Context: an optimization exercise on an open-source flow, tuned for small area. The choices shown serve that exercise and are no tape-out recipe. In this exercise RTL edits were held to simulation tests only and were not proved equivalent to the original.

==> flow/design.v, too long to show whole: its modules and the start of the top module <==
// module fe_fa: 10 lines
// module fe_maj: 8 lines
// module fe_xnor: 7 lines
// module fe_or: 7 lines
// module fe_gpl: 9 lines
// module fe_and: 7 lines
// module fe_gp: 11 lines
// module fe_g: 8 lines
// module fe_ha: 9 lines
// module fe_speed: 492 lines
// module fe_ema_fast: 339 lines
// module fe_gt32: 43 lines
// module micro_doppler_classifier: 46 lines
// module fe_ema_snr: 564 lines
// module fe_ema_slow_g: 417 lines
// module fe_ema_fast_g: 404 lines
// module fe_ema_rcsdev: 600 lines
// module fe_gt5: 76 lines
// module feature_reporter: 50 lines
// module feature_ext_top: 150 lines
module feature_ext_top
#(
    parameter int REPORT_INTERVAL = 10,
    parameter int BASELINE_LEN    = 20       
) (
    input  logic                   clk,
    input  logic                   rst_n,
    input  logic signed [FP_W-1:0] vx,
    input  logic signed [FP_W-1:0] vy,
    input  logic signed [FP_W-1:0] nis_cv,
    input  logic                   imm_valid,
    input  logic signed [FP_W-1:0] rcs_amplitude,
    input  logic signed [FP_W-1:0] snr_db,
    input  logic signed [FP_W-1:0] doppler_spread_hz,
    input  logic signed [FP_W-1:0] micro_doppler_peak_hz,
    input  logic signed [FP_W-1:0] micro_doppler_period,
    input  logic                   rf_valid,
    output logic                   report_valid,
    output logic signed [FP_W-1:0] rpt_spd_avg,
    output logic signed [FP_W-1:0] rpt_spd_peak,
    output logic signed [FP_W-1:0] rpt_nis_avg,
    output logic signed [FP_W-1:0] rpt_nis_peak,
    output logic [MD_W-1:0]        rpt_md_type,
    output logic signed [FP_W-1:0] rpt_md_conf,
    output logic signed [FP_W-1:0] rpt_ecm_score,
    output logic                   rpt_ecm_detected,
    output logic                   ecm_noise_flag,
    output logic                   ecm_deception_flag
);
  // ...
==> flow/flow/run.sh <==
#!/bin/bash
# Layout flow: the standard flow (standard.sh, unchanged synthesis and steps),
# with the input/output port buffers made from the plain sky130 buffer
# (buf_1) instead of the delay buffer the resizer picks by default.
set -o pipefail
cp standard.sh standard.sh.txt
export BUFFER_PORTS_ARGS="-buffer_cell sky130_fd_sc_hd__buf_1"
bash standard.sh > standard.log 2>&1
status=$?
tail -40 standard.log
exit $status
==> flow/standard.sh <==
#!/bin/bash
# synth_recipe.tcl (not shown) runs the flow's synth.tcl, then flattens the netlist and writes it again
# the make line also repeats each setting of config.mk as NAME=value (left out here)
make -C /OpenROAD-flow-scripts/flow DESIGN_CONFIG=/design/flow/config.mk WORK_HOME=/design/flow/orfs CLKGATE_MAP_FILE= SYNTH_SCRIPT=/design/flow/synth_recipe.tcl "${@:-finish}"
==> flow/config.mk <==
export PLATFORM = sky130hd
export DESIGN_NAME = feature_ext_top
export DESIGN_NICKNAME = feature_ext_top
export VERILOG_FILES = /design/flow/design.v
export SDC_FILE = /design/flow/constraint.sdc
export NUM_CORES = 4
export LEC_CHECK = 0
export ABC_AREA = 0
export CAP_MARGIN = 20
export CORE_MARGIN = 2
export CORE_UTILIZATION = 72
export CTS_BUF_LIST = sky130_fd_sc_hd__clkbuf_16
export CTS_CLUSTER_DIAMETER = 100
export CTS_CLUSTER_SIZE = 20
export GPL_TIMING_DRIVEN = 0
export SLEW_MARGIN = 20
export SYNTH_HIERARCHICAL = 1
==> flow/constraint.sdc <==
create_clock -name core_clock -period 25.0 [get_ports {clk}]
set_input_delay 5.0000 -clock core_clock [delete_from_list [all_inputs] [get_ports {clk}]]
set_output_delay 5.0000 -clock core_clock [all_outputs]
set_load 0.01 [all_outputs]
==> flow_results.org, run 1 <==
** Hold path
- Counting instances, the worst hold path has a depth of 0.
- The path with the worst hold slack has its endpoint at code_s[0]$_DFFE_PP_.
- Class of the tightest hold or removal check :: register to register

** Die
- Well Taps :: 1080
- The core region is 83290 µm².
- Vertical extent of the die :: 293.2 µm

** Cells and area
- Combined area of the multi-input logic cells :: 49170 µm²
- The library cell used most frequently in the layout, excluding fill and tap cells, is sky130_fd_sc_hd__fa_1.
- Ant. Diodes :: 7
- Seq. cell area :: 9325 µm²
- Fraction of area in multi-input gates :: 75.10%
- The design has 345 sequential cells.
- Layout clock buffers :: 31
- Synthesis-to-finish area growth :: 8.705%

** Setup path
- In this run the critical register-to-register path is captured at spd_avg[31]$_DFFE_PP_.
- Arrival time at the worst endpoint :: 25.22 ns
- The worst setup path is captured at a register.
- In this run the worst path has a maximum fanout of 7.

** GRT
- For this run, global-route usage on met3 was measured as 8.903%.
- Global-route track usage on met1 :: 46.24%

** Logic synthesis
- Of all cell types, the one taking the most synthesized area is sky130_fd_sc_hd__fa_1.
- Sequential-to-total area share from yosys stat :: 15.48%
- Seq cells post-synth :: 345
- Top FF cell, synth :: sky130_fd_sc_hd__dfrtp_1

** Detailed routing
- Total Routed Length :: 137800 µm

** Run status
- Status :: timing/DRC/antenna clean

** Clock network
- Maximum level of the CTS H-tree :: 1
==> run 2: changes to the inputs <==
--- a/flow/config.mk
+++ b/flow/config.mk
@@ -9,5 +9,5 @@
 export CAP_MARGIN = 20
 export CORE_MARGIN = 2
-export CORE_UTILIZATION = 72
+export CORE_UTILIZATION = 60
 export CTS_BUF_LIST = sky130_fd_sc_hd__clkbuf_16
 export CTS_CLUSTER_DIAMETER = 100
==> flow_results.org, run 2 <==
** Run status
- The flow ran to the end and the layout has no timing, DRC or antenna violations.

** Cells and area
- In the layout the commonest cells are sky130_fd_sc_hd__fa_1, sky130_fd_sc_hd__inv_1, sky130_fd_sc_hd__buf_1, sky130_fd_sc_hd__ha_1, sky130_fd_sc_hd__or2_1.
- The register cell area after layout came to 9325 µm² (unchanged).
- Compared with the post-synthesis result, the final layout area differs by 8.915%.
- The area occupied by multi-input gates came to 49150 µm² (about the same).
- Layout Nets :: 6980
- Fraction of layout cells with a size suffix above 1 :: 15.60%
- Fill cells in the final layout number 7810.
- Leading cell type in the layout, fill and taps excluded :: sky130_fd_sc_hd__fa_1

** Die
- 459 I/O pins were placed.
- Vertical extent of the die :: 320.8 µm (+9.4%)
- From left edge to right edge, the die measures 320.8 µm.
- The area of the core came to 99860 µm² (+20%).
- For this configuration, the core starts out at a cell density of 60.31%.
- Die area :: 102900 µm²
- The floorplan has 116 rows.

** Logic synthesis
- Share of synthesized registers carrying an async set or reset :: 60.29%
- Number of distinct library cells after synthesis :: 75
- Avg Inst Size Synth :: 13.98 µm²
- Dominant cell by count in the synthesized netlist :: sky130_fd_sc_hd__fa_1
- For this run, the leading register cell type out of synthesis is sky130_fd_sc_hd__dfrtp_1.
- Syn Std Cell Area :: 60230 µm²
- Count of mapped cells out of synthesis :: 4309
- Area share of the leading cell type in the synthesized netlist :: 54.18%
- In this run, synthesis inferred 137 flip-flops with an integrated enable.
- Sequential-to-total area share from yosys stat :: 15.48% (unchanged)
- Cell types with the highest counts after synthesis :: sky130_fd_sc_hd__fa_1, sky130_fd_sc_hd__inv_1, sky130_fd_sc_hd__ha_1, sky130_fd_sc_hd__xnor2_1, sky130_fd_sc_hd__or2_1
- The biggest area contributor in the post-synthesis netlist is sky130_fd_sc_hd__fa_1.
- After synthesis, the cell types taking the most area are sky130_fd_sc_hd__fa_1, sky130_fd_sc_hd__dfrtp_1, sky130_fd_sc_hd__edfxtp_1, sky130_fd_sc_hd__ha_1, sky130_fd_sc_hd__maj3_2.
- During synthesis, Yosys emitted a total of 9 warnings.
- The flip-flop and latch count after synthesis is 345 (unchanged).

** STA
- After layout, the worst setup slack is 0.5127 ns.
- The worst pin sits at a relative slew slack of 21.57%.
- Final worst-path cycle share :: 97.95%
- Final-report max-slew violation count :: 0
- Static timing analysis puts the maximum clock frequency at 40.84 MHz.
- Total setup violations reported at the end of the flow :: 0
- Clock Skews :: 0.04199 ns
- Final setup TNS :: 0 ns
- The worst path in the final design needs a cycle of 24.49 ns, including I/O delays and setup.
- Setup repair after global routing could not meet its margin everywhere.
- The number of endpoints with negative hold slack in the final report is 0.
- At the pin with the least slew margin, the transition time is 1.176 ns.

** Detailed routing
- Routed length per placed instance :: 22.23 µm
- Number of nets with antenna violations after routing :: 0
- The first detailed-routing pass took 5 iterations.
- For this block, the initial DRC count from the detailed router was 1555.
- Final routed DRC violation total :: 0
- Post-detailed-route via-to-cell ratio :: 5.478
- Vias :: 33710
- Total Routed Length :: 136800 µm (-0.74%)

** Setup path
- For flop-to-flop paths, the worst setup slack is 2.28 ns.
- The worst setup path is of the primary input to register kind.
- Startpoint type of the worst setup path :: primary input
- Among all stages on the critical path, the largest delay is contributed by sky130_fd_sc_hd__fa_1.
- The worst setup path is captured at a register.
- The data arrival at the endpoint of the critical path came to 25.01 ns (-0.21 ns).
- The highest fanout seen on the critical path was 7 (unchanged).
- Most repeated library cell on the critical path :: sky130_fd_sc_hd__fa_1
- For this run, the slowest stage of the critical path takes 0.58 ns.
- Critical path data required time :: 25.52 ns

** Clock network
- Hold-fix buffers, CTS :: 0
- After clock tree synthesis, the clock-pin slew on the worst setup and hold paths is 0.08 ns.
- Counting the buffers created by CTS gives 31.
- Clock tree from TritonCTS :: built
- Master cell of the clock root buffer :: sky130_fd_sc_hd__clkbuf_16
- Clock latency of the later-clocked register in the worst-skew pair :: 0.67 ns
- Buffer depth of the longest clock path :: 3
- CTS sink cnt :: 345
- The level count of the clock H-tree came to 1 (unchanged).

** GRT
- Combined global-route utilization of all metal layers :: 28.46%
- Entering global routing, the biggest net connects 33 pins.
- After global routing the overflow that remains totals 0.
- Initial antenna violation count :: 13
- Vias in the first global route :: 38900
- The first global-routing pass estimated 221000 µm of wire.

** Place
- Routability-driven placement finished with a final weighted congestion of 0.9101.
- Input and output buffers added on the ports amount to 402.
- Post-placement worst setup slack :: -1.324 ns
- HPWL after DPL :: 121900 µm

** Hold path
- The min-delay analysis places its worst path in the category register to register.

** Flow run
- The tool flagged a number of max-cap violations equal to 0.
run 2: kinds of logic (layout without fill, tap and decap cells):
logic type                 Yosys count  in the layout  share of synthesized area, %
and+or+nand+nor                    710            710                         7.525
DFF                                345            345                         15.48
AOI/OAI and AO/OA                  108            108                         1.321
other                                1             59                      0.006227
buffers and inverters              559           1048                         4.128
xor gates and xnor gates           267            267                         3.995
muxes                              235            235                         4.323
adders and majority gates         2084           2084                         63.22
run 2: layout make-up:
| cell class | count | area share (%) |
|---|---|---|
| tap | 1298 | 2.476 |
| sequential | 345 | 14.22 |
| clock inverter | 26 | 0.3376 |
| inverter | 449 | 2.581 |
| buffer | 110 | 1.312 |
| antenna | 4 | 0.01526 |
| timing repair buffer | 431 | 2.915 |
| multi-input combinational | 3459 | 74.93 |
| clock buffer | 32 | 1.221 |
run 2: final timing paths:
check / from / to / cells after the start
max: rcs_amplitude[5] / rcs_dev_avg[28]$_DFF_PN0_ / 60
min: md_code[0]$_DFFE_PN0P_ / code_s[0]$_DFFE_PP_ / 0
max reg2reg: spd_cur[0]$_DFFE_PP_ / spd_avg[31]$_DFFE_PP_ / 53
min reg2reg: md_code[0]$_DFFE_PN0P_ / code_s[0]$_DFFE_PP_ / 0
max in group asynchronous: rst_n / rcs_base[16]$_DFF_PN1_ / 5
min in group asynchronous: rst_n / spd_peak[17]$_DFFE_PN0P_ / 1
run 2: through the flow:
step / hold slack, ns / cell area [µm²] / utilization [%] / cells
floorplan: 0.4211 / 60430 / - / 4363
global placement: 0.4289 / 63560 / 63.65 / 6063
detailed placement: 0.4317 / 63800 / 63.90 / 6075
CTS: 0.4523 / 64950 / 65.05 / 6136
global route: 0.4739 / 65590 / 65.68 / 6152
finish: 0.4502 / 65590 / 65.69 / 6154
run 2: per-layer routing:
| layer | track usage (%) | part of all wire, % |
|---|---|---|
| met3 | 5.283 | 5.4 |
| met4 | 7.934 | 3.3 |
| met2 | 46.30 | 49 |
| met1 | 39.86 | 42 |
| met5 | 0 | 0.096 |
run 2: repair_timing:
action,4_1_cts,5_1_grt
hold endpoints to repair,0,0
pin swaps,1,28
gates resized for setup,36,176
buffers inserted,3,14
endpoints found under the setup margin,12,18
run 2: Yosys stat by module (local to each module, per instance), a selection:
| module | cells inside | times used | cell area [µm²] | flip-flops and latches |
|---|---|---|---|---|
| feature_ext_top | 575 | 1 | 11450 | 345 |
| fe_speed | 206 | 1 | 1745 | 0 |
| fe_ema_snr | 145 | 1 | 874.6 | 0 |
| feature_reporter | 97 | 1 | 743.2 | 0 |
| fe_ema_slow_g | 91 | 1 | 481.7 | 0 |
| fe_ema_fast_g | 90 | 1 | 475.5 | 0 |
| fe_ema_fast | 51 | 2 | 193.9 | 0 |
| fe_ha | 1 | 245 | 12.51 | 0 |
run 2: critical path: cells and delay by family:
| kind | cells | cell delay (ns) |
|---|---|---|
| buf+inv | 4 | 0.67 |
| fa+ha+maj | 44 | 16.92 |
| xor+xnor | 3 | 0.57 |
| mux | 2 | 0.65 |
| simple gates | 2 | 0.30 |
| compound gates | 5 | 0.90 |
==> run 3: changes to the inputs <==
--- a/flow/config.mk
+++ b/flow/config.mk
@@ -13,5 +13,6 @@
 export CTS_CLUSTER_DIAMETER = 100
 export CTS_CLUSTER_SIZE = 20
-export GPL_TIMING_DRIVEN = 0
+export GPL_TIMING_DRIVEN = 1
+export PLACE_DENSITY = 0.72
 export SLEW_MARGIN = 20
 export SYNTH_HIERARCHICAL = 1
==> flow_results.org, run 3 <==
** Run status
- Status :: timing/DRC/antenna clean

** GRT
- First-pass GRT wire length :: 222000 µm (+0.46%)
- The number of antenna violations at the first check in global routing was 5 (-8).
- The via count of the first global-routing pass was 39590 (+1.8%).
- Maximum number of pins on one net before global-route repair :: 98 (+200%)
- Combined global-route utilization of all metal layers :: 28.44% (about the same)
- The total congestion overflow is 0 (unchanged).

** Hold path
- The worst hold path begins at md_code[2]$_DFFE_PN0P_.
- The worst hold path belongs to the class register to register.

** Cells and area
- The final net count came to 7040 (+0.86%).
- The number of diodes added for antenna fixing is 0 (-4).
- The summed area of non-filler cells in the final layout is 65350 µm² (-0.37%).
- Relative to the synthesized area, the layout overhead comes to 8.514%.
- The final non-filler cell total was 6207 (+0.86%).
- The library cells used most frequently in the layout, excluding fill and tap cells, are sky130_fd_sc_hd__fa_1, sky130_fd_sc_hd__inv_1, sky130_fd_sc_hd__buf_1, sky130_fd_sc_hd__ha_1, sky130_fd_sc_hd__xnor2_1.
- Fraction of layout cells with a size suffix above 1 :: 14.73% (-0.87 points)
- Leaving out fill and tap cells, the most frequent cell in the layout is sky130_fd_sc_hd__fa_1.

** Place
- Area after detailed placement :: 64280 µm² (+0.74%)
- Count of buffers inserted at the top-level ports :: 403 (+0.25%)
- The number of placed cells counting well taps is 6150 (+1.2%).
- HPWL after DPL :: 121800 µm (-0.14%)
- Last weighted congestion value of the routability-driven placer :: 0.9334 (+2.6%)

** Clock network
- The root buffer cell chosen for the clock tree is sky130_fd_sc_hd__clkbuf_16.
- The clock latency on the worst-skew pair is 0.63 ns (-0.04 ns).
- Number of buffers created by CTS :: 28 (-9.7%)
- The number of hold-repair buffers added at the cts stage came to 0 (unchanged).
- The level count of the clock H-tree came to 1 (unchanged).
- CTS sink cnt :: 345 (unchanged)
- Clock edge transition at the registers on the reported setup and hold paths :: 0.08 ns (about the same)
- Buffer depth of the longest clock path :: 3 (unchanged)
- Clock tree from TritonCTS :: built

** STA
- Total setup violations reported at the end of the flow :: 0 (unchanged)
- The transition time of the tightest slew-check pin came to 0.9555 ns (-0.2210 ns).
- The setup clock skew after layout came to 0.03618 ns (-0.005810 ns).
- Hold Fails Final Rpt :: 0 (unchanged)
- WHS :: 0.4500 ns (-0.0001710 ns)
- The count of pins over their slew limit was 0 (unchanged).
- Worst slew margin :: 36.30% (+15 points)
- Time the final worst path needs with I/O delays and setup :: 24.47 ns (-0.02150 ns)
- The final sum of negative setup slack was 0 ns (unchanged).
- Max Fclk :: 40.87 MHz (about the same)
- Final worst-path cycle share :: 97.86% (about the same)
- Setup repair after global routing left no endpoint under its margin.

** Logic synthesis
- The count of cell types in the netlist was 75 (unchanged).
- Sequential-to-total area share from yosys stat :: 15.48% (unchanged)
- The commonest cells after synthesis are sky130_fd_sc_hd__fa_1, sky130_fd_sc_hd__inv_1, sky130_fd_sc_hd__ha_1, sky130_fd_sc_hd__xnor2_1, sky130_fd_sc_hd__or2_1.
- The synthesized design spends more area on one cell type than any other, namely sky130_fd_sc_hd__fa_1.
- Syn Std Cell Area :: 60230 µm² (unchanged)
- Largest cells by area after synthesis :: sky130_fd_sc_hd__fa_1, sky130_fd_sc_hd__dfrtp_1, sky130_fd_sc_hd__edfxtp_1, sky130_fd_sc_hd__ha_1, sky130_fd_sc_hd__maj3_2
- The share of Yosys cell area claimed by the top area cell type was 54.18% (unchanged).
- The mean area per synthesized cell was 13.98 µm² (unchanged).
- Top FF cell, synth :: sky130_fd_sc_hd__dfrtp_1
- The number of instances in the synthesized netlist was 4309 (unchanged).
- By instance count, the leading cell after synthesis is sky130_fd_sc_hd__fa_1.
- The fraction of synthesis flops using an asynchronous set or reset pin is 60.29% (unchanged).
- The count of synthesis-stage warnings from yosys was 9 (unchanged).
- Seq cells post-synth :: 345 (unchanged)
- Number of synthesized flops with an enable pin :: 137 (unchanged)

** Setup path
- The worst setup path is captured at a register.
- The kind of cell with the highest combined delay along the critical path is adder cells.
- The slowest stage of the critical path belongs to the cell sky130_fd_sc_hd__fa_1.
- The worst register-to-register path begins at spd_cur[0]$_DFFE_PP_.
- Counting stages on the worst path, the most repeated cell is sky130_fd_sc_hd__fa_1.
- Largest fanout on the critical path :: 5 (-2)
- The stage delay of the slowest cell on the critical path came to 0.56 ns (-0.02 ns).
- The data arrival at the endpoint of the critical path is 24.97 ns (-0.04 ns).
- Start-to-end type of the worst setup path :: primary input to register
- The worst setup path is launched from a primary input.
- Critical path launch point :: rcs_amplitude[15]
- Critical path data required time :: 25.50 ns (-0.02 ns)
- The total buffers and inverters traversed by the critical path came to 2 (-2).

** Die
- Initial Util :: 60.31% (unchanged)
- The I/O pin total came to 459 (unchanged).
- The area of the core came to 99860 µm² (unchanged).
- The die extent in x came to 320.8 µm (unchanged).
- The area of the die was 102900 µm² (unchanged).
- Number of rows in the core area :: 116 (unchanged)
- The overall die height came to 320.8 µm (unchanged).

** Detailed routing
- The final antenna-violating net count came to 0 (unchanged).
- Routed length per placed instance :: 22.10 µm (-0.56%)
- Iteration-0 DRC count of the detailed router :: 1856 (+19%)
- Vias :: 34030 (+0.93%)
- The total detailed-routing wirelength was 137200 µm (+0.30%).
- The number of vias per cell was 5.482 (about the same).
- The first-pass iteration count of the detailed router was 5 (unchanged).
- The total DRC errors in the routed layout was 0 (unchanged).

** Flow run
- The count of max-cap constraint violations came to 0 (unchanged).
==> run 3: what timing repair did <==
| item | CTS | global route |
|---|---|---|
| endpoints found under the setup margin | 0 | 11 |
| buffers inserted | 0 | 4 |
| gates resized for setup | 0 | 31 |
==> run 3: cell families after synthesis <==
| kind of cell | after synthesis | synth area share [%] |
|---|---|---|
| AO/OA/AOI/OAI | 108 | 1.321 |
| XOR/XNOR | 267 | 3.995 |
| adder cells (fa/ha/maj) | 2084 | 63.22 |
| buffers and inverters | 559 | 4.128 |
| flip-flops | 345 | 15.48 |
| multiplexers | 235 | 4.323 |
| other | 1 | 0.006227 |
| AND/OR/NAND/NOR | 710 | 7.525 |
==> run 3: final timing paths <==
| path | cells after the start | to | slack (ns) |
|---|---|---|---|
| setup reg to reg | 53 | spd_avg[31]$_DFFE_PP_ | 2.26 |
| max in group asynchronous | 3 | rcs_dev_avg[28]$_DFF_PN0_ | 18.59 |
| setup / recovery | 58 | rcs_dev_avg[31]$_DFF_PN0_ | 0.53 |
| hold reg to reg | 0 | code_s[2]$_DFFE_PP_ | 0.45 |
| hold / removal | 0 | code_s[2]$_DFFE_PP_ | 0.45 |
| min in group asynchronous | 1 | spd_peak[6]$_DFFE_PN0P_ | 4.34 |
==> run 3: layout make-up <==
| cell class | count | area, µm² |
|---|---|---|
| clock buffers | 28 | 700.7 |
| clock inverters | 24 | 235.2 |
| fillers | 7531 | 34500 |
| inverters | 449 | 1685 |
| multi-input cells | 3459 | 48700 |
| flip-flops and latches | 345 | 9326 |
| well taps | 1298 | 1624 |
| repair buffers | 604 | 3077 |
==> run 3: per-module statistics from Yosys (local to each module, per instance), excerpt <==
module / cell area, µm² / cells inside
fe_ema_fast: 193.9 / 51
fe_ema_slow_g: 481.7 / 91
fe_ema_snr: 874.6 / 145
fe_gp: 13.76 / 2
fe_gpl: 13.76 / 2
fe_gt5: 145.1 / 33
fe_ha: 12.51 / 1
fe_or: 6.256 / 1
==> run 3: metal layers <==
layer  vias to the layer above  routed length (µm)  GRT usage [%]
met2                       808               67470          46.72
met1                     18330               56490          38.82
li1                      14720                   -              -
met3                       161                9415          6.976
met5                         -                  70              0
met4                        10                3747          6.552
==> run 3: through the flow <==
stage          utilization, %  setup slack (ns)
2_1_floorplan               -            0.2619
3_3_place_gp            64.37          0.005357
3_5_place_dp            64.37           -0.3180
4_1_cts                 65.31            0.3130
5_1_grt                 65.45          0.001755
6_report                65.45            0.5342
==> run 4: changes to the inputs <==
--- a/flow/config.mk
+++ b/flow/config.mk
@@ -13,6 +13,6 @@
 export CTS_CLUSTER_DIAMETER = 100
 export CTS_CLUSTER_SIZE = 20
+export GPL_ROUTABILITY_DRIVEN = 0
 export GPL_TIMING_DRIVEN = 1
-export PLACE_DENSITY = 0.72
 export SLEW_MARGIN = 20
 export SYNTH_HIERARCHICAL = 1
==> flow_results.org, run 4 <==
** Clock network
- CTS sink cnt :: 345 (unchanged)
- Buffer depth of the longest clock path :: 3 (unchanged)
- The CTS clock-pin slew for the worst setup and hold paths came to 0.09 ns (about the same).
- Number of buffers created by CTS :: 30 (+7.1%)
- The number of hold-repair buffers added at the cts stage came to 0 (unchanged).
- The cell sitting at the root of the clock tree is a sky130_fd_sc_hd__clkbuf_16.
- Clock latency of the later-clocked register in the worst-skew pair :: 0.68 ns (+0.05 ns)
- Clock tree from TritonCTS :: built
- The level count of the clock H-tree came to 1 (unchanged).

** Cells and area
- Final design utilization :: 65.65% (+0.20 points)
- The top cell types in the final layout, fill and taps aside, are sky130_fd_sc_hd__fa_1, sky130_fd_sc_hd__inv_1, sky130_fd_sc_hd__buf_1, sky130_fd_sc_hd__ha_1, sky130_fd_sc_hd__xnor2_1.
- Leading cell type in the layout, fill and taps excluded :: sky130_fd_sc_hd__fa_1
- The layout cell share with drive strength beyond 1 is 14.60% (-0.13 points).
- The register cell area after layout came to 9326 µm² (unchanged).
- Layout Nets :: 7048 (+0.11%)
- Synthesis-to-finish area growth :: 8.852%
- The area occupied by multi-input gates was 48660 µm² (about the same).
- Fill cell total of the finished layout :: 7748 (+2.9%)

** Logic synthesis
- Count of warnings emitted by yosys :: 9 (unchanged)
- Synth area leader :: sky130_fd_sc_hd__fa_1
- Top FF cell, synth :: sky130_fd_sc_hd__dfrtp_1
- The count of cell types in the netlist came to 75 (unchanged).
- The fraction of synthesis flops using an asynchronous set or reset pin came to 60.29% (unchanged).
- The share of Yosys cell area claimed by the top area cell type was 54.18% (unchanged).
- Dominant cell by count in the synthesized netlist :: sky130_fd_sc_hd__fa_1
- The mean area per synthesized cell is 13.98 µm² (unchanged).
- The flip-flop and latch count after synthesis was 345 (unchanged).
- Number of synthesized flops with an enable pin :: 137 (unchanged)
- The cell area after technology mapping came to 60230 µm² (unchanged).
- Count of mapped cells out of synthesis :: 4309 (unchanged)
- Sequential-to-total area share from yosys stat :: 15.48% (unchanged)
- After synthesis, the cell types taking the most area are sky130_fd_sc_hd__fa_1, sky130_fd_sc_hd__dfrtp_1, sky130_fd_sc_hd__edfxtp_1, sky130_fd_sc_hd__ha_1, sky130_fd_sc_hd__maj3_2.
- Cell types with the highest counts after synthesis :: sky130_fd_sc_hd__fa_1, sky130_fd_sc_hd__inv_1, sky130_fd_sc_hd__ha_1, sky130_fd_sc_hd__xnor2_1, sky130_fd_sc_hd__or2_1

** STA
- Final-report max-slew violation count :: 0 (unchanged)
- Unrepaired setup endpoints after global routing :: no
- The total of endpoints with negative setup slack in the final report is 0 (unchanged).
- The time the final worst path needs with I/O delays and setup was 24.34 ns (-0.1285 ns).
- The worst-case headroom to the max-slew limit is 31.90% (-4.4 points).
- Hold Fails Final Rpt :: 0 (unchanged)
- The setup clock skew after layout came to 0.05980 ns (+0.02362 ns).
- The final period utilization is 97.35% (-0.51 points).
- Max Fclk :: 41.09 MHz (+0.53%)
- Tightest Pin Transition :: 1.020 ns (+0.06485 ns)
- The post-layout worst setup margin is 0.6627 ns (+0.1285 ns).

** Setup path
- The data required time at the worst endpoint was 25.33 ns (-0.17 ns).
- Startpoint type of the worst setup path :: primary input
- Cell with the biggest individual delay on the critical path :: sky130_fd_sc_hd__fa_1
- The number of cells traversed by the worst register-to-register path is 53 (unchanged).
- Most repeated library cell on the critical path :: sky130_fd_sc_hd__fa_1
- Reg-to-reg setup timing slack :: 2.33 ns (+0.07 ns)
- Critical Path End Type :: register
- Largest fanout on the critical path :: 5 (unchanged)
- The kind of cell with the highest combined delay along the critical path is adder cells.
- The data arrival at the endpoint of the critical path was 24.67 ns (-0.30 ns).
- The total buffers and inverters traversed by the critical path is 2 (unchanged).
- Slowest cell delay on critical path :: 0.67 ns (+0.11 ns)
- In this run the critical register-to-register path is launched from spd_cur[0]$_DFFE_PP_.
- The worst register-to-register path ends at spd_avg[31]$_DFFE_PP_.
- The critical path in this run is classified as primary input to register.

** Die
- Vertical extent of the die :: 320.8 µm (unchanged)
- The die extent in x was 320.8 µm (unchanged).
- The floorplan row count is 116 (unchanged).
- Placeable core region :: 99860 µm² (unchanged)
- Initial Util :: 60.31% (unchanged)
- The I/O pin total is 459 (unchanged).
- The area of the die was 102900 µm² (unchanged).

** Detailed routing
- Met2 routed WL :: 68000 µm (+0.79%)
- Vias :: 34090 (+0.19%)
- The first-pass iteration count of the detailed router came to 5 (unchanged).
- Topmost layer with routed signal wires :: met5
- The number of vias per cell is 5.481 (about the same).
- The wire length on met3 came to 7568 µm (-20%).
- The total detailed-routing wirelength was 138700 µm (+1.1%).
- Total routed wire length on the met1 layer :: 57710 µm (+2.2%)
- Routed length per placed instance :: 22.29 µm (+0.86%)
- Number of nets with antenna violations after routing :: 0 (unchanged)
- The detailed router's first-iteration violation count was 1529 (-18%).
- Final routed DRC violation total :: 0 (unchanged)

** Place
- HPWL after DPL :: 123500 µm (+1.4%)
- Post-placement worst setup slack :: -0.1169 ns (+0.2011 ns)
- The count of port buffers added during placement is 403 (unchanged).

** GRT
- The largest net degree at the start of global routing is 72 (-27%).
- The number of antenna violations at the first check in global routing is 12 (+7).
- The via count of the first global-routing pass is 38910 (-1.7%).
- The total congestion overflow was 0 (unchanged).
- The global-route wire length before repair is 222800 µm (+0.38%).
- The all-layer global routing usage came to 28.77% (+0.33 points).

** Hold path
- Number of cells on the worst hold path :: 0 (unchanged)
- Class of the tightest hold or removal check :: register to register
- Hold Path Origin :: md_code[0]$_DFFE_PN0P_
- The worst hold path terminates at code_s[0]$_DFFE_PP_.

** Flow run
- The count of max-cap constraint violations was 0 (unchanged).

** Run status
- The flow ran to the end and the layout has no timing, DRC or antenna violations.
==> run 4: cell counts after synthesis <==
Identical to the previous run, type by type.
==> run 4: Yosys stat by module, one instance, submodules excluded, excerpt <==
module / area (µm²) / flip-flops and latches / times used
fe_gp: 13.76 / 0 / 55
micro_doppler_classifier: 530.5 / 0 / 1
fe_ema_fast_g: 475.5 / 0 / 1
fe_gt32: 145.1 / 0 / 2
fe_g: 7.507 / 0 / 5
feature_reporter: 743.2 / 0 / 1
feature_ext_top: 11450 / 345 / 1
fe_speed: 1745 / 0 / 1
fe_xnor: 8.758 / 0 / 167
fe_maj: 11.26 / 0 / 191
fe_ema_rcsdev: 1135 / 0 / 1
fe_ema_snr: 874.6 / 0 / 1
fe_ha: 12.51 / 0 / 245
==> run 4: layer usage <==
| metal | GRT usage (%) | vias to the layer above |
|---|---|---|
| li1 | - | 14730 |
| met1 | 40.57 | 18390 |
| met2 | 46.58 | 774 |
| met3 | 4.678 | 186 |
| met4 | 8.982 | 10 |
| met5 | 0 | - |
==> run 4: per-stage QoR <==
step | std cells | hold WS [ns] | TNS (ns) | cell area [µm²]
2_1_floorplan | 4363 | 0.4211 | 0 | 60430
3_3_place_gp | 6156 | 0.4281 | 0 | 64330
3_5_place_dp | 6156 | 0.4325 | -0.5166 | 64330
4_1_cts | 6212 | 0.4536 | 0 | 65460
5_1_grt | 6218 | 0.4654 | 0 | 65550
6_report | 6220 | 0.4526 | 0 | 65560
==> run 4: how the worst max path moves through the flow <==
stage | from | end | depth (start not counted)
2_1_floorplan | rcs_amplitude[17] | rcs_dev_avg[27]$_DFF_PN0_ | 58
3_3_place_gp | rcs_amplitude[1] | rcs_dev_avg[31]$_DFF_PN0_ | 58
3_5_place_dp | rcs_amplitude[3] | rcs_dev_avg[31]$_DFF_PN0_ | 58
4_1_cts | rcs_amplitude[3] | rcs_dev_avg[31]$_DFF_PN0_ | 58
5_1_grt | rcs_amplitude[3] | rcs_dev_avg[30]$_DFF_PN0_ | 57
6_report | snr_db[0] | snr_gap_hi$_DFFE_PP_ | 50
==> run 4: cell families (layout without fill, tap and decap cells) <==
family | count (synthesis) | count (layout) | synth area share [%]
AO/OA/AOI/OAI | 108 | 108 | 1.321
AND/OR/NAND/NOR | 710 | 710 | 7.525
multiplexers | 235 | 235 | 4.323
other | 1 | 58 | 0.006227
XOR/XNOR | 267 | 267 | 3.995
flip-flops | 345 | 345 | 15.48
adder cells (fa/ha/maj) | 2084 | 2084 | 63.22
buffers and inverters | 559 | 1115 | 4.128
==> run 4: layout make-up <==
| class | count | area share, % |
|---|---|---|
| clock inverter | 24 | 0.4981 |
| tap | 1298 | 2.477 |
| sequential | 345 | 14.23 |
| inverter | 449 | 2.571 |
| clock buffer | 32 | 1.221 |
| antenna | 3 | 0.01145 |
| timing repair buffer | 610 | 4.762 |
| multi-input combinational | 3459 | 74.23 |
==> run 4: what timing repair did <==
item,in CTS,in global routing
resized for setup,0,15
setup buffers,0,5
setup endpoints to repair,0,5
==> run 5: changes to the inputs <==
--- a/flow/config.mk
+++ b/flow/config.mk
@@ -9,9 +9,8 @@
 export CAP_MARGIN = 20
 export CORE_MARGIN = 2
-export CORE_UTILIZATION = 60
+export CORE_UTILIZATION = 50
 export CTS_BUF_LIST = sky130_fd_sc_hd__clkbuf_16
 export CTS_CLUSTER_DIAMETER = 100
 export CTS_CLUSTER_SIZE = 20
-export GPL_ROUTABILITY_DRIVEN = 0
 export GPL_TIMING_DRIVEN = 1
 export SLEW_MARGIN = 20
==> flow_results.org, run 5 <==
** Logic synthesis
- The count of flip-flops with a built-in enable after synthesis came to 137 (unchanged).
- Synth area leader :: sky130_fd_sc_hd__fa_1
- The most common cell in the synthesized netlist is sky130_fd_sc_hd__fa_1.
- The fraction of synthesis flops using an asynchronous set or reset pin is 60.29% (unchanged).
- In the synthesized netlist the dominant register cell turns out to be sky130_fd_sc_hd__dfrtp_1.
- The count of synthesis-stage warnings from yosys came to 9 (unchanged).
- Cell types with the highest counts after synthesis :: sky130_fd_sc_hd__fa_1, sky130_fd_sc_hd__inv_1, sky130_fd_sc_hd__ha_1, sky130_fd_sc_hd__xnor2_1, sky130_fd_sc_hd__or2_1
- Largest cells by area after synthesis :: sky130_fd_sc_hd__fa_1, sky130_fd_sc_hd__dfrtp_1, sky130_fd_sc_hd__edfxtp_1, sky130_fd_sc_hd__ha_1, sky130_fd_sc_hd__maj3_2
- Number of distinct library cells after synthesis :: 75 (unchanged)
- The flip-flop and latch count after synthesis was 345 (unchanged).
- Sequential-to-total area share from yosys stat :: 15.48% (unchanged)
- Avg Inst Size Synth :: 13.98 µm² (unchanged)
- Area share of the leading cell type in the synthesized netlist :: 54.18% (unchanged)
- The cell area after technology mapping is 60230 µm² (unchanged).
- Count of mapped cells out of synthesis :: 4309 (unchanged)

** GRT
- The total congestion overflow is 0 (unchanged).
- Initial antenna violation count :: 9 (-3)
- The via count of the first global-routing pass is 39010 (+0.25%).
- First-pass GRT wire length :: 228200 µm (+2.4%)
- The all-layer global routing usage was 24.66% (-4.1 points).
- Maximum number of pins on one net before global-route repair :: 66 (-8.3%)

** Cells and area
- Leaving out fill and tap cells, the most frequent cell in the layout is sky130_fd_sc_hd__fa_1.
- The final net count was 7080 (+0.45%).
- The layout cell share with drive strength beyond 1 came to 15.15% (+0.56 points).
- The library cells used most frequently in the layout, excluding fill and tap cells, are sky130_fd_sc_hd__fa_1, sky130_fd_sc_hd__inv_1, sky130_fd_sc_hd__buf_1, sky130_fd_sc_hd__ha_1, sky130_fd_sc_hd__buf_4.
- Synthesis-to-finish area growth :: 9.665%
- Ant. Diodes :: 0 (-3)

** Run status
- Status :: timing/DRC/antenna clean

** Setup path
- Grouping stages by cell kind, the critical path spends the most delay in adder cells.
- The total buffers and inverters traversed by the critical path is 2 (unchanged).
- Start-to-end type of the worst setup path :: primary input to register
- On the critical path, the stage with the largest delay is an instance of sky130_fd_sc_hd__fa_1.
- The stage delay of the slowest cell on the critical path came to 0.54 ns (-0.13 ns).
- Startpoint type of the worst setup path :: primary input
- The data required time at the worst endpoint came to 25.51 ns (+0.18 ns).
- The data arrival at the endpoint of the critical path was 24.98 ns (+0.31 ns).
- By instance count, the cell type seen most on the critical path is sky130_fd_sc_hd__fa_1.
- The worst setup path is captured at a register.
- Largest fanout on the critical path :: 5 (unchanged)

** Die
- The overall die height is 351.1 µm (+9.4%).
- The die extent in x is 351.1 µm (+9.4%).
- Placeable core region :: 119700 µm² (+20%)
- The floorplan row count was 127 (+9.5%).
- IO Count :: 459 (unchanged)
- The area of the die is 123200 µm² (+20%).
- The starting density of the core was 50.33% (-10 points).

** STA
- The final period utilization came to 97.89% (+0.54 points).
- The total of endpoints with negative setup slack in the final report was 0 (unchanged).
- Hold Fails Final Rpt :: 0 (unchanged)
- The fmax is 40.86 MHz (-0.55%).
- The count of pins over their slew limit was 0 (unchanged).
- Tightest Pin Transition :: 1.069 ns (+0.04887 ns)
- WHS :: 0.4529 ns (+0.0003380 ns)
- Worst slew margin :: 28.72% (-3.2 points)
- The time the final worst path needs with I/O delays and setup was 24.47 ns (+0.1345 ns).
- The setup clock skew after layout is 0.03351 ns (-0.02628 ns).

** Clock network
- TritonCTS built the clock tree.
- Clock edge transition at the registers on the reported setup and hold paths :: 0.09 ns (about the same)
- Clock latency of the later-clocked register in the worst-skew pair :: 0.65 ns (-0.03 ns)
- The TritonCTS buffer count came to 29 (-3.3%).
- The level count of the clock H-tree is 1 (unchanged).
- Master cell of the clock root buffer :: sky130_fd_sc_hd__clkbuf_16
- CTS sink cnt :: 345 (unchanged)
- Buffer depth of the longest clock path :: 3 (unchanged)

** Detailed routing
- The detailed router's first-iteration violation count is 1649 (+7.8%).
- The final antenna-violating net count was 0 (unchanged).
- Post-detailed-route via-to-cell ratio :: 5.178 (-5.5%)
- Routed length per placed instance :: 21.92 µm (-1.7%)
- Vias :: 33980 (-0.33%)
- The total DRC errors in the routed layout is 0 (unchanged).
- The first-pass iteration count of the detailed router was 5 (unchanged).
- Total Routed Length :: 143800 µm (+3.7%)

** Flow run
- Maximum Capacitance Violations :: 0 (unchanged)

** Place
- The placed wire-length estimate is 129300 µm (+4.7%).
- Last weighted congestion value of the routability-driven placer :: 0.9398
- Count of buffers inserted at the top-level ports :: 403 (unchanged)

** Hold path
- Class of the tightest hold or removal check :: register to register
[run 5: cell count changes in the layout (fill, tap and decap cells not counted), moves of 2 or more]
| cell | previous run | this run |
|---|---|---|
| sky130_fd_sc_hd__buf_4 | 202 | 236 |
| sky130_fd_sc_hd__clkinv_8 | 7 | 3 |
| sky130_fd_sc_hd__clkbuf_16 | 32 | 29 |
| sky130_fd_sc_hd__diode_2 | 3 | 0 |
| sky130_fd_sc_hd__fa_1 | 1621 | 1618 |
| sky130_fd_sc_hd__fa_2 | 9 | 12 |
| sky130_fd_sc_hd__inv_6 | 3 | 6 |
| sky130_fd_sc_hd__inv_8 | 0 | 2 |
[run 5: area by class of cell]
class                           count  area, µm²
Tap cell                         1612       2017
Timing Repair Buffer              643       3357
Clock buffer                       29      725.7
Inverter                          449       1685
Multi-Input combinational cell   3459      48670
Sequential cell                   345       9329
Fill cell                       10170      53610
Clock inverter                     25      262.8
[run 5: worst reg2reg max path, delay by kind of cell (launching register included)]
| family | cells | cell delay, ns |
|---|---|---|
| simple gates | 1 | 0.31 |
| mux | 1 | 0.26 |
| fa+ha+maj | 51 | 21.07 |
| flops | 1 | 0.61 |
[run 5: what timing repair did]
| action | in CTS | in global routing |
|---|---|---|
| resized for setup | 0 | 20 |
| setup endpoints to repair | 0 | 10 |
| hold buffers | 0 | 0 |
| buffers inserted | 0 | 4 |
[run 5: cells by family after synthesis]
group | synth area share (%)
other cells | 0.006227
flops | 15.48
xor+xnor | 3.995
simple gates | 7.525
mux | 4.323
buf+inv | 4.128
fa+ha+maj | 63.22
compound gates | 1.321
[run 5: per-stage QoR]
step	std cells	setup WS (ns)	area [µm²]	setup TNS, ns	utilization (%)
final	6562	0.5282	66050	0	55.20
after global routing	6562	-0.01192	66050	-0.03130	55.20
after CTS	6558	0.3206	65950	0	55.12
after detailed placement	6504	-0.3557	64960	-2.554	54.29
after global placement	6504	-0.006640	64960	-0.02585	54.29
after floorplan	4363	0.2619	60430	0	-
[run 5: worst paths after layout]
check / startpoint / to / slack [ns] / cells after the start
setup / recovery: rcs_amplitude[1] / rcs_dev_avg[31]$_DFF_PN0_ / 0.53 / 58
hold / removal: md_code[0]$_DFFE_PN0P_ / code_s[0]$_DFFE_PP_ / 0.45 / 0
setup reg to reg: spd_cur[0]$_DFFE_PP_ / spd_avg[31]$_DFFE_PP_ / 2.42 / 53
hold reg to reg: md_code[0]$_DFFE_PN0P_ / code_s[0]$_DFFE_PP_ / 0.45 / 0
max in group asynchronous: rst_n / seen2$_DFFE_PN0P_ / 18.56 / 3
min in group asynchronous: rst_n / spd_peak[1]$_DFFE_PN0P_ / 4.35 / 1
[run 5: layer usage]
metal | share of wire [%] | global-route usage (%)
met1 | 43 | 34.59
met2 | 49 | 40.71
met3 | 6.6 | 5.579
met4 | 1.3 | 2.934
met5 | 0.065 | 0
[run 5: modules after synthesis, one instance, submodules excluded, a selection]
| module | cell area, µm² | copies in the design | flip-flops and latches |
|---|---|---|---|
| fe_gp | 13.76 | 55 | 0 |
| fe_gt5 | 145.1 | 1 | 0 |
| fe_gpl | 13.76 | 61 | 0 |
| fe_ema_rcsdev | 1135 | 1 | 0 |
| feature_reporter | 743.2 | 1 | 0 |
| fe_ema_snr | 874.6 | 1 | 0 |
| fe_speed | 1745 | 1 | 0 |
==> run 6: changes to the inputs <==
--- a/flow/config.mk
+++ b/flow/config.mk
@@ -9,5 +9,5 @@
 export CAP_MARGIN = 20
 export CORE_MARGIN = 2
-export CORE_UTILIZATION = 50
+export CORE_UTILIZATION = 60
 export CTS_BUF_LIST = sky130_fd_sc_hd__clkbuf_16
 export CTS_CLUSTER_DIAMETER = 100
==> flow_results.org, run 6 <==
** Run status
- Status :: timing/DRC/antenna clean

** Cells and area
- The area growth from synthesis to layout is 8.387%.
- Leading cell type in the layout, fill and taps excluded :: sky130_fd_sc_hd__fa_1
- The utilization after layout is 65.37% (+10 points).
- The layout cell share with drive strength beyond 1 came to 14.02% (-1.1 points).
- Layout Nets :: 7028 (-0.73%)
- Commonest cells after routing, fill and taps aside :: sky130_fd_sc_hd__fa_1, sky130_fd_sc_hd__inv_1, sky130_fd_sc_hd__buf_1, sky130_fd_sc_hd__ha_1, sky130_fd_sc_hd__xnor2_1
- Fill cell total of the finished layout :: 7772 (-24%)

** Logic synthesis
- Sequential-to-total area share from yosys stat :: 15.48% (unchanged)
- In the synthesized netlist the dominant register cell turns out to be sky130_fd_sc_hd__dfrtp_1.
- Seq cells post-synth :: 345 (unchanged)
- The commonest cells after synthesis are sky130_fd_sc_hd__fa_1, sky130_fd_sc_hd__inv_1, sky130_fd_sc_hd__ha_1, sky130_fd_sc_hd__xnor2_1, sky130_fd_sc_hd__or2_1.
- Syn Std Cell Area :: 60230 µm² (unchanged)
- Number of synthesized flops with an enable pin :: 137 (unchanged)
- Synth area leader :: sky130_fd_sc_hd__fa_1
- Share of synthesized registers carrying an async set or reset :: 60.29% (unchanged)
- Area share of the leading cell type in the synthesized netlist :: 54.18% (unchanged)
- The mean area per synthesized cell is 13.98 µm² (unchanged).
- Count of warnings emitted by yosys :: 9 (unchanged)
- In the post-synthesis netlist, the biggest area contributors are sky130_fd_sc_hd__fa_1, sky130_fd_sc_hd__dfrtp_1, sky130_fd_sc_hd__edfxtp_1, sky130_fd_sc_hd__ha_1, sky130_fd_sc_hd__maj3_2.
- The number of instances in the synthesized netlist is 4309 (unchanged).
- Number of distinct library cells after synthesis :: 75 (unchanged)
- Dominant cell by count in the synthesized netlist :: sky130_fd_sc_hd__fa_1

** STA
- Total setup violations reported at the end of the flow :: 0 (unchanged)
- Final worst-path cycle share :: 97.70% (-0.19 points)
- Time the final worst path needs with I/O delays and setup :: 24.42 ns (-0.04765 ns)
- Hold Fails Final Rpt :: 0 (unchanged)
- The setup clock skew after layout is 0.05551 ns (+0.02199 ns).
- The transition time of the tightest slew-check pin came to 1.038 ns (-0.03163 ns).
- Max Fclk :: 40.94 MHz (+0.20%)
- Setup repair after global routing left no endpoint under its margin.
- Worst slew margin :: 30.83% (+2.1 points)
- The count of pins over their slew limit is 0 (unchanged).
- Final setup TNS :: 0 ns (unchanged)

** Setup path
- Largest delay share family, worst path :: adder cells
- The minimum setup slack among reg-to-reg paths came to 2.08 ns (-0.34 ns).
- Launching point of the worst reg2reg path :: spd_cur[0]$_DFFE_PP_
- Worst-case reg-to-reg path depth :: 53 (unchanged)
- By startpoint and endpoint, the worst setup path is classified as primary input to register.
- The data arrival at the endpoint of the critical path came to 24.74 ns (-0.24 ns).
- The most critical setup path has its endpoint at snr_gap_hi$_DFFE_PP_.
- The highest fanout seen on the critical path is 5 (unchanged).
- Critical path data required time :: 25.31 ns (-0.20 ns)
- The most critical setup path has its startpoint at snr_db[0].
- Buffering stage count on the worst path with inverters included :: 1 (-1)
- Critical Path End Type :: register
- The cell that appears most often on the critical path is sky130_fd_sc_hd__fa_1.
- Slowest cell delay on critical path :: 0.59 ns (+0.05 ns)
- Destination of the worst register-to-register timing path :: spd_avg[31]$_DFFE_PP_
- Startpoint type of the worst setup path :: primary input
- The path length in cells of the critical path came to 50 (-14%).
- The slowest stage of the critical path is the sky130_fd_sc_hd__fa_1 cell.

** Flow run
- The count of max-cap constraint violations is 0 (unchanged).

** Place
- HPWL after DPL :: 123300 µm (-4.6%)
- Count of buffers inserted at the top-level ports :: 403 (unchanged)
- Last weighted congestion value of the routability-driven placer :: 0.9294 (-1.1%)

** Clock network
- The CTS clock-pin slew for the worst setup and hold paths is 0.09 ns (about the same).
- Master cell of the clock root buffer :: sky130_fd_sc_hd__clkbuf_16
- The buffer levels on the longest clock path is 3 (unchanged).
- Number of setup buffers added after CTS :: 0 (unchanged)
- Number of buffers created by CTS :: 30 (+3.4%)
- The level count of the clock H-tree was 1 (unchanged).
- The number of sinks driven by the clock tree came to 345 (unchanged).
- The clock latency on the worst-skew pair was 0.68 ns (+0.03 ns).
- TritonCTS built the clock tree.

** GRT
- Combined global-route utilization of all metal layers :: 28.71% (+4.0 points)
- Leftover overflow at the end of global routing :: 0 (unchanged)
- Maximum number of pins on one net before global-route repair :: 80 (+21%)
- Vias in the first global route :: 38750 (-0.66%)
- Initial antenna violation count :: 11 (+2)
- The global-route wire length before repair was 221800 µm (-2.8%).
- Global-route track usage on met1 :: 40.13% (+5.5 points)
- GR peak layer :: met2
- Met2 GRT Util :: 47.59% (+6.9 points)
- The global routing usage on met3 came to 4.729% (-0.85 points).

** Die
- The area of the die is 102900 µm² (-16%).
- Number of rows in the core area :: 116 (-8.7%)
- The overall die height came to 320.8 µm (-8.6%).
- The I/O pin total is 459 (unchanged).
- Placeable core region :: 99860 µm² (-17%)
- The starting density of the core came to 60.31% (+10 points).
- Overall die width :: 320.8 µm (-8.6%)

** Detailed routing
- Vias :: 33980 (-0.012%)
- The detailed router's first-iteration violation count came to 1618 (-1.9%).
- The total detailed-routing wirelength is 138800 µm (-3.5%).
- The number of vias per cell was 5.481 (+5.8%).
- The average wire per cell in the routed design is 22.39 µm (+2.1%).
- Number of search-and-repair iterations in the first detailed-routing pass :: 5 (unchanged)
- The total DRC errors in the routed layout was 0 (unchanged).
- The final antenna-violating net count came to 0 (unchanged).

** Hold path
- Class of the tightest hold or removal check :: register to register
- The number of cells on the worst hold path came to 0 (unchanged).
-- run 6: cell counts after synthesis --
No cell type changed its count.
-- run 6: cells by family (layout without fill, tap and decap cells) --
family          Yosys count  count (layout)  synth area share, %
compound gates          108             108                1.321
fa+ha+maj              2084            2084                63.22
mux                     235             235                4.323
other cells               1              57             0.006227
xor+xnor                267             267                3.995
flops                   345             345                15.48
simple gates            710             710                7.525
buf+inv                 559            1095                4.128
-- run 6: layout make-up --
| class | instances | area, µm² | share of cell area, % |
|---|---|---|---|
| Sequential cell | 345 | 9326 | 14.29 |
| Inverter | 449 | 1685 | 2.582 |
| Timing Repair Buffer | 590 | 2952 | 4.522 |
| Multi-Input combinational cell | 3459 | 48630 | 74.50 |
| Clock buffer | 30 | 750.7 | 1.150 |
| Clock inverter | 26 | 301.5 | 0.4619 |
| Tap cell | 1298 | 1624 | 2.488 |
| Antenna cell | 2 | 5.005 | 0.007667 |
-- run 6: what timing repair did --
action	in CTS	in global routing
resized for setup	0	2
endpoints found under the setup margin	0	5
endpoints found under the hold margin	0	0
hold buffers	0	0
-- run 6: metrics by stage --
stage | std cells | setup WS, ns | cell area (µm²) | hold WS [ns]
4_1_cts | 6197 | 0.5304 | 65260 | 0.4521
3_3_place_gp | 6141 | 0.07574 | 64210 | 0.4291
2_1_floorplan | 4363 | 0.2619 | 60430 | 0.4211
3_5_place_dp | 6141 | -0.1399 | 64210 | 0.4325
5_1_grt | 6199 | 0.0003269 | 65280 | 0.4589
6_report | 6199 | 0.5759 | 65280 | 0.4520
-- run 6: worst min-delay path by stage --
stage                      startpoint             endpoint  slack, ns
6_report       md_code[1]$_DFFE_PN0P_  code_s[1]$_DFFE_PP_       0.45
5_1_grt        md_code[1]$_DFFE_PN0P_  code_s[1]$_DFFE_PP_       0.46
4_1_cts        md_code[1]$_DFFE_PN0P_  code_s[1]$_DFFE_PP_       0.45
3_5_place_dp   md_code[1]$_DFFE_PN0P_  code_s[1]$_DFFE_PP_       0.43
3_3_place_gp   md_code[1]$_DFFE_PN0P_  code_s[1]$_DFFE_PP_       0.43
2_1_floorplan  md_code[0]$_DFFE_PN0P_  code_s[0]$_DFFE_PP_       0.42
-- run 6: per-layer routing --
layer,wire length [µm],vias to the layer above
met5,49,-
met4,4157,8
met3,7147,161
met2,69230,714
met1,58200,18400
li1,-,14690
-- run 6: per-module statistics from Yosys, one instance, submodules excluded, a selection --
module	cells	copies in the design	area, µm²	flops+latches
fe_gpl	2	61	13.76	0
fe_ema_fast_g	90	1	475.5	0
fe_gt5	33	1	145.1	0
fe_ema_snr	145	1	874.6	0
fe_gp	2	55	13.76	0
fe_ha	1	245	12.51	0
micro_doppler_classifier	89	1	530.5	0
fe_xnor	1	167	8.758	0
fe_maj	1	191	11.26	0
fe_gt32	33	2	145.1	0
-- run 6: worst reg2reg max path, delay by kind of cell, from the launching register on --
family / cells / cell delay, ns
adder cells (fa/ha/maj): 51 / 21.45
flip-flops: 1 / 0.62
multiplexers: 1 / 0.27
AND/OR/NAND/NOR: 1 / 0.33
==> run 7: changes to the inputs <==
--- a/flow/config.mk
+++ b/flow/config.mk
@@ -12,5 +12,5 @@
 export CTS_BUF_LIST = sky130_fd_sc_hd__clkbuf_16
 export CTS_CLUSTER_DIAMETER = 100
-export CTS_CLUSTER_SIZE = 20
+export CTS_CLUSTER_SIZE = 25
 export GPL_TIMING_DRIVEN = 1
 export SLEW_MARGIN = 20
==> flow_results.org, run 7 <==
** Run status
- Status :: timing/DRC/antenna clean

** Flow run
- Maximum Capacitance Violations :: 0 (unchanged)

** Detailed routing
- Vias :: 33920 (-0.17%)
- Iteration-0 DRC count of the detailed router :: 1644 (+1.6%)
- Total Routed Length :: 138900 µm (about the same)
- The average wire per cell in the routed design is 22.40 µm (about the same).
- Number of search-and-repair iterations in the first detailed-routing pass :: 5 (unchanged)
- Number of nets with antenna violations after routing :: 0 (unchanged)
- Post-detailed-route via-to-cell ratio :: 5.471 (-0.17%)
- Final routed DRC violation total :: 0 (unchanged)

** GRT
- Combined global-route utilization of all metal layers :: 28.74% (+0.037 points)
- The global-route wire length before repair is 222100 µm (about the same).
- Initial antenna violation count :: 11 (unchanged)
- Vias in the first global route :: 38750 (-0.0026%)
- The total congestion overflow is 0 (unchanged).
- The largest net degree at the start of global routing was 80 (unchanged).

** Cells and area
- The synthesis-to-finish area growth was 8.443% (about the same).
- Fraction of layout cells with a size suffix above 1 :: 14.07% (+0.047 points)
- Leading cell type in the layout, fill and taps excluded :: sky130_fd_sc_hd__fa_1
- Leaving out fill and tap cells, the most frequent cells in the layout are sky130_fd_sc_hd__fa_1, sky130_fd_sc_hd__inv_1, sky130_fd_sc_hd__buf_1, sky130_fd_sc_hd__ha_1, sky130_fd_sc_hd__xnor2_1.
- Final std cell area, no fill :: 65310 µm² (about the same)
- Final design utilization :: 65.40% (about the same)
- Layout Nets :: 7027 (-0.014%)

** STA
- Setup slack of the critical path after layout :: 0.5582 ns (-0.01769 ns)
- Hold Fails Final Rpt :: 0 (unchanged)
- The count of pins over their slew limit is 0 (unchanged).
- Time the final worst path needs with I/O delays and setup :: 24.44 ns (+0.01769 ns)
- Tightest Pin Transition :: 1.021 ns (-0.01618 ns)
- The total of endpoints with negative setup slack in the final report came to 0 (unchanged).
- Worst slew margin :: 31.91% (+1.1 points)
- Setup repair after global routing left no endpoint under its margin.
- The fmax was 40.91 MHz (about the same).
- The final period utilization is 97.77% (about the same).
- Clock Skews :: 0.04447 ns (-0.01104 ns)

** Clock network
- The count of buffers added by post-CTS timing repair for setup came to 0 (unchanged).
- Clock tree from TritonCTS :: built
- Clock edge transition at the registers on the reported setup and hold paths :: 0.09 ns (about the same)
- Number of buffers created by CTS :: 29 (-3.3%)
- Hold-fix buffers, CTS :: 0 (unchanged)
- Master cell of the clock root buffer :: sky130_fd_sc_hd__clkbuf_16
- The number of sinks driven by the clock tree was 345 (unchanged).
- Buffer depth of the longest clock path :: 3 (unchanged)
- The level count of the clock H-tree is 1 (unchanged).
- Clock latency of the later-clocked register in the worst-skew pair :: 0.66 ns (-0.02 ns)

** Logic synthesis
- Top FF cell, synth :: sky130_fd_sc_hd__dfrtp_1
- The fraction of synthesis flops using an asynchronous set or reset pin was 60.29% (unchanged).
- Number of distinct library cells after synthesis :: 75 (unchanged)
- Count of mapped cells out of synthesis :: 4309 (unchanged)
- Syn Std Cell Area :: 60230 µm² (unchanged)
- The flip-flop and latch count after synthesis came to 345 (unchanged).
- Area share of the leading cell type in the synthesized netlist :: 54.18% (unchanged)
- Count of warnings emitted by yosys :: 9 (unchanged)
- Synth area leader :: sky130_fd_sc_hd__fa_1
- The commonest cells after synthesis are sky130_fd_sc_hd__fa_1, sky130_fd_sc_hd__inv_1, sky130_fd_sc_hd__ha_1, sky130_fd_sc_hd__xnor2_1, sky130_fd_sc_hd__or2_1.
- The proportion of synthesized chip area in sequential cells came to 15.48% (unchanged).
- Yosys instantiated no cell more often than sky130_fd_sc_hd__fa_1.
- Largest cells by area after synthesis :: sky130_fd_sc_hd__fa_1, sky130_fd_sc_hd__dfrtp_1, sky130_fd_sc_hd__edfxtp_1, sky130_fd_sc_hd__ha_1, sky130_fd_sc_hd__maj3_2
- The mean area per synthesized cell was 13.98 µm² (unchanged).
- Number of synthesized flops with an enable pin :: 137 (unchanged)

** Setup path
- The worst setup path is launched from a primary input.
- The most numerous cell type found on the critical path is sky130_fd_sc_hd__fa_1.
- Launching point of the worst reg2reg path :: spd_cur[0]$_DFFE_PP_
- By startpoint and endpoint, the worst setup path is classified as primary input to register.
- Following the worst setup path forward leads to its endpoint at rcs_dev_avg[27]$_DFF_PN0_.
- Cell with the biggest individual delay on the critical path :: sky130_fd_sc_hd__fa_1
- Critical path launch point :: rcs_amplitude[1]
- Critical Path End Type :: register
- Reg-to-reg setup timing slack :: 2.10 ns (+0.02 ns)
- The data arrival at the endpoint of the critical path was 24.95 ns (+0.21 ns).
- Worst-case reg-to-reg path depth :: 53 (unchanged)
- Destination of the worst register-to-register timing path :: spd_avg[31]$_DFFE_PP_
- Largest fanout on the critical path :: 5 (unchanged)
- Slowest cell delay on critical path :: 0.54 ns (-0.05 ns)
- The data required time at the worst endpoint was 25.51 ns (+0.20 ns).

** Die
- The I/O pin total is 459 (unchanged).
- Die area :: 102900 µm² (unchanged)
- Overall die width :: 320.8 µm (unchanged)
- Number of rows in the core area :: 116 (unchanged)
- Initial Util :: 60.31% (unchanged)
- The overall die height was 320.8 µm (unchanged).
- Placeable core region :: 99860 µm² (unchanged)

** Place
- The setup slack at placement came to -0.1399 ns (unchanged).
- HPWL after DPL :: 123300 µm (unchanged)
- Count of buffers inserted at the top-level ports :: 403 (unchanged)
- Last weighted congestion value of the routability-driven placer :: 0.9294 (unchanged)
- Area after detailed placement :: 64210 µm² (unchanged)

** Hold path
- The tightest min-delay check is of the register to register type.
==> run 7: critical path: cells and delay by family <==
| family | cells | cell delay [ns] |
|---|---|---|
| fa+ha+maj | 44 | 17.32 |
| compound gates | 5 | 0.93 |
| xor+xnor | 3 | 0.64 |
| mux | 2 | 0.50 |
| simple gates | 2 | 0.27 |
| buf+inv | 2 | 0.27 |
==> run 7: timing repair <==
action / in CTS / in global routing
hold endpoints to repair: 0 / 0
resized for setup: 0 / 2
setup endpoints to repair: 0 / 5
==> run 7: worst min-delay path by stage <==
stage	startpoint	cells past startpoint	slack, ns	end
6_report	md_code[1]$_DFFE_PN0P_	0	0.45	code_s[1]$_DFFE_PP_
3_5_place_dp	md_code[1]$_DFFE_PN0P_	0	0.43	code_s[1]$_DFFE_PP_
3_3_place_gp	md_code[1]$_DFFE_PN0P_	0	0.43	code_s[1]$_DFFE_PP_
5_1_grt	md_code[1]$_DFFE_PN0P_	0	0.46	code_s[1]$_DFFE_PP_
4_1_cts	md_code[1]$_DFFE_PN0P_	0	0.45	code_s[1]$_DFFE_PP_
2_1_floorplan	md_code[0]$_DFFE_PN0P_	0	0.42	code_s[0]$_DFFE_PP_
==> run 7: through the flow <==
step,setup TNS [ns],cells,hold WS (ns)
global placement,0,6141,0.4291
CTS,0,6195,0.4527
detailed placement,-0.7383,6141,0.4325
floorplan,0,4363,0.4211
global route,0,6197,0.4586
finish,0,6199,0.4526
==> run 7: layout make-up <==
class | count | area, µm²
antenna | 4 | 10.01
clock buffer | 29 | 725.7
clock inverter | 25 | 355.3
fill | 7767 | 34550
inverter | 449 | 1685
multi-input combinational | 3459 | 48630
sequential | 345 | 9326
tap | 1298 | 1624
timing repair buffer | 590 | 2952
==> run 7: per-layer routing <==
metal | wire length [µm] | global-route usage (%) | vias to the layer above | share of wire [%]
met5 | 50 | 0 | - | 0.036
met4 | 4289 | 7.456 | 8 | 3.1
met3 | 7439 | 4.678 | 165 | 5.4
met2 | 69210 | 47.61 | 709 | 50
met1 | 57870 | 40.17 | 18340 | 42
li1 | - | - | 14700 | -
==> run 7: cells by family after synthesis <==
| logic type | count (synthesis) | synth area share [%] |
|---|---|---|
| buffers and inverters | 559 | 4.128 |
| other | 1 | 0.006227 |
| adder cells (fa/ha/maj) | 2084 | 63.22 |
| AND/OR/NAND/NOR | 710 | 7.525 |
| AO/OA/AOI/OAI | 108 | 1.321 |
| flip-flops | 345 | 15.48 |
| multiplexers | 235 | 4.323 |
| XOR/XNOR | 267 | 3.995 |
==> run 7: modules after synthesis (local to each module, per instance), a selection <==
module / cells inside / area, µm²
fe_g: 1 / 7.507
fe_speed: 206 / 1745
fe_xnor: 1 / 8.758
fe_ema_fast: 51 / 193.9
fe_ema_rcsdev: 181 / 1135
feature_ext_top: 575 / 11450
fe_maj: 1 / 11.26
fe_fa: 1 / 20.02
fe_gt32: 33 / 145.1

separate check: timing with driven ports:
In the flow no input, the clock included, has a driving cell. The finished layouts below were timed again as built, in two steps. Step 1 (the two cells are an assumption about what drives the block):
set clk [get_ports {clk}]
set_driving_cell -lib_cell sky130_fd_sc_hd__clkbuf_16 $clk
set_driving_cell -lib_cell sky130_fd_sc_hd__buf_2 [delete_from_list [all_inputs] $clk]
Step 2 also shifts input and output timing later by t, the mid clock arrival at the registers, as if the neighbouring blocks saw the same clock. Slacks: no drivers / after step 1 / after step 2; pairs: no drivers / after step 1.
run | t (ns) | setup slack, ns | hold slack, ns
run 1 | 0.686 | 0.309 / 0.350 / -0.336 | 0.438 / 0.438 / 0.438
run 2 | 0.711 | 0.513 / 0.553 / -0.158 | 0.450 / 0.450 / 0.450
run 3 | 0.683 | 0.534 / 0.577 / -0.106 | 0.450 / 0.450 / 0.450
run 4 | 0.719 | 0.663 / 0.708 / -0.011 | 0.453 / 0.453 / 0.453
run 5 | 0.710 | 0.528 / 0.529 / -0.181 | 0.453 / 0.453 / 0.453
run 6 | 0.722 | 0.576 / 0.615 / -0.107 | 0.452 / 0.452 / 0.452
run 7 | 0.710 | 0.558 / 0.606 / -0.104 | 0.453 / 0.453 / 0.453
Met with ideal ports but missed after step 2: setup timing in every run listed. The setup slack of run 5, which loses most, moves by +0.001 ns with the drivers and by -0.709 ns with both steps.
